What follows belongs to an exercise in optimizing a design on an open flow for small area; a production flow would make more cautious choices. Function was checked by simulation only, so behaviour that the tests miss may differ from the original. Power is estimated from default activity; no workload was simulated.

==> flow/design.v (excerpt) <==
module coherent_dcache #(
   parameter int SETS  = 16,
   parameter int CPUID = 0
) (
   input  logic        CLK,
   input  logic        nRST,
   input  logic        dmemREN,
   input  logic        dmemWEN,
   input  logic [31:0] dmemaddr,
   input  logic [31:0] dmemstore,
   input  logic        halt,
   output logic [31:0] dmemload,
   output logic        dhit,
   output logic        flushed,
   output logic        dREN,
   output logic        dWEN,
   output logic [31:0] daddr,
   output logic [31:0] dstore,
   input  logic [31:0] dload,
   input  logic        dwait,
   output logic        cctrans,
   output logic        ccwrite,
   input  logic        ccwait,
   input  logic        ccinv,
   input  logic [31:0] ccsnoopaddr
);
Size in the first run: ~57000 µm² of cells after synthesis.
clock: 10.0 ns
lec_check: 0
cap_margin: 0
core_margin: 2
core_utilization: 65
cts_buf_list: sky130_fd_sc_hd__clkbuf_4
slew_margin: 0
run.sh (not shown) runs the stock make flow with config.mk's settings and CLKGATE_MAP_FILE= SYNTH_SCRIPT=/design/flow/synth_recipe.tcl, a recipe that flattens the netlist after the stock synthesis.
The first run completed without violations.
Next try:
- CAP_MARGIN: 0 -> 20
- CORE_UTILIZATION: 65 -> 40
- CTS_BUF_LIST: sky130_fd_sc_hd__clkbuf_4 -> default
- SLEW_MARGIN: 0 -> 20
Result: Synthesized area stays the same. Via count fell by 4.7%. Final area rises by 2.3%. Worst setup slack gets worse by 150 ps.

========
Another version of the RTL of coherent_dcache (not shown whole).
Size: about 2900 cells after synthesis, ~240 I/O pins, roughly 52000 sq um of cells after synthesis.
clock: 10.0 ns
lec_check: 0
abc_area: 1
cap_margin: 10
core_margin: 2
core_utilization: 65
place_density: 0.9
setup_slack_margin: 0.2
slew_margin: 10
standard.sh (not shown) runs the stock make flow with config.mk's settings and CLKGATE_MAP_FILE= SYNTH_SCRIPT=/design/flow/synth_recipe.tcl, a recipe that flattens the netlist after the stock synthesis.
==> flow/flow/run.sh <==
#!/bin/bash
# The standard layout, with three changes to how it is made:
#  - synthesis maps logic with an area-only ABC script (two rounds of choice
#    computation and amap; no buffering or upsizing for delay: the placer's and
#    the later repair steps size what timing needs). Registers are mapped by
#    the unchanged standard script, before ABC.
#  - port buffers are buf_1 cells instead of the default delay-buffer cells.
#  - the clock tree uses clkbuf_8 sink clusters and no dummy loads.
set -euo pipefail
rm -rf scripts_area
cp -r "$FLOW_HOME/scripts" scripts_area
printf 'strash\ndch\namap -F 3 -A 8\nstrash\ndch -f\namap -m -F 3 -A 8\ntopo\n' > scripts_area/abc_area.script
SCRIPTS_DIR="$PWD/scripts_area" bash standard.sh synth > synth.log 2>&1
export BUFFER_PORTS_ARGS="-buffer_cell sky130_fd_sc_hd__buf_1"
export CTS_ARGS="-sink_clustering_enable -repair_clock_nets -dont_use_dummy_load -buf_list sky130_fd_sc_hd__clkbuf_8 -sink_clustering_size 16 -sink_clustering_max_diameter 60"
bash standard.sh > layout.log 2>&1
The starting point completed with no timing, DRC or antenna violations.
==> next run, changes <==
--- a/flow/config.mk
+++ b/flow/config.mk
@@ -9,6 +9,6 @@
 export CAP_MARGIN = 10
 export CORE_MARGIN = 2
-export CORE_UTILIZATION = 65
+export CORE_UTILIZATION = 75
 export PLACE_DENSITY = 0.9
-export SETUP_SLACK_MARGIN = 0.2
+export SETUP_SLACK_MARGIN = 0.3
 export SLEW_MARGIN = 10
The new run completed with no timing, DRC or antenna violations.
Count of clock-buffer cells in the layout went down by 1.
Setup slack gets better by 0.0049 ns.
Fmax stays flat.
Global-route usage grows by 7.9 points.
Cell area stays flat.
Routed wire length rises by a few percent.
Area after synthesis is unchanged.
Via count grows by a few percent.
Combinational power stays flat.
Power barely changes.
==> next run, changes <==
--- a/flow/config.mk
+++ b/flow/config.mk
@@ -9,6 +9,6 @@
 export CAP_MARGIN = 10
 export CORE_MARGIN = 2
-export CORE_UTILIZATION = 75
+export CORE_UTILIZATION = 65
 export PLACE_DENSITY = 0.9
-export SETUP_SLACK_MARGIN = 0.3
+export SETUP_SLACK_MARGIN = 0.4
 export SLEW_MARGIN = 10
What happened: Cell area goes up by 0.61%. Power goes up by 0.99%. Clock-buffer cell count is unchanged. Wire length goes down by 0.86%. Utilization goes down by 11 points. Die area goes up by 15%. Setup slack gets better by 0.012 ns. Via count goes down by 1.2%.

## afterwards: timing with drivers on the ports
The results above use ideal ports. As a check the final layouts listed here were re-extracted and re-timed, cells and wires unchanged.
Step 1 sets driving cells, clkbuf_16 on the clock port and buf_2 on the other inputs (assumed; they add their load-dependent delay and slew).
Step 2 also shifts input and output timing later by t, the mid clock arrival at the registers, as if the neighbouring blocks saw the same clock.
Slacks: ideal / step 1 / step 2; pairs: ideal / step 1.
run | t, ns | slack for setup (ns) | latest minus earliest clock arrival (ns)
the first run of note 1 | 1.301 | 0.284 / 0.261 / 0.261 | 0.129 / 0.128
the second run of note 1 | 0.850 | 0.130 / 0.053 / 0.053 | 0.063 / 0.064
the first run of note 2 | 0.819 | 0.351 / 0.318 / -0.082 | 0.184 / 0.183
the second run of note 2 | 0.797 | 0.356 / 0.329 / 0.329 | 0.120 / 0.121
the third run of note 2 | 0.833 | 0.368 / 0.344 / 0.015 | 0.140 / 0.140
Met with ideal ports but missed after step 2: setup timing in the first run of note 2. For the first run of note 2, which loses most, drivers alone change the setup slack by -0.033 ns; drivers and shift together by -0.433 ns.
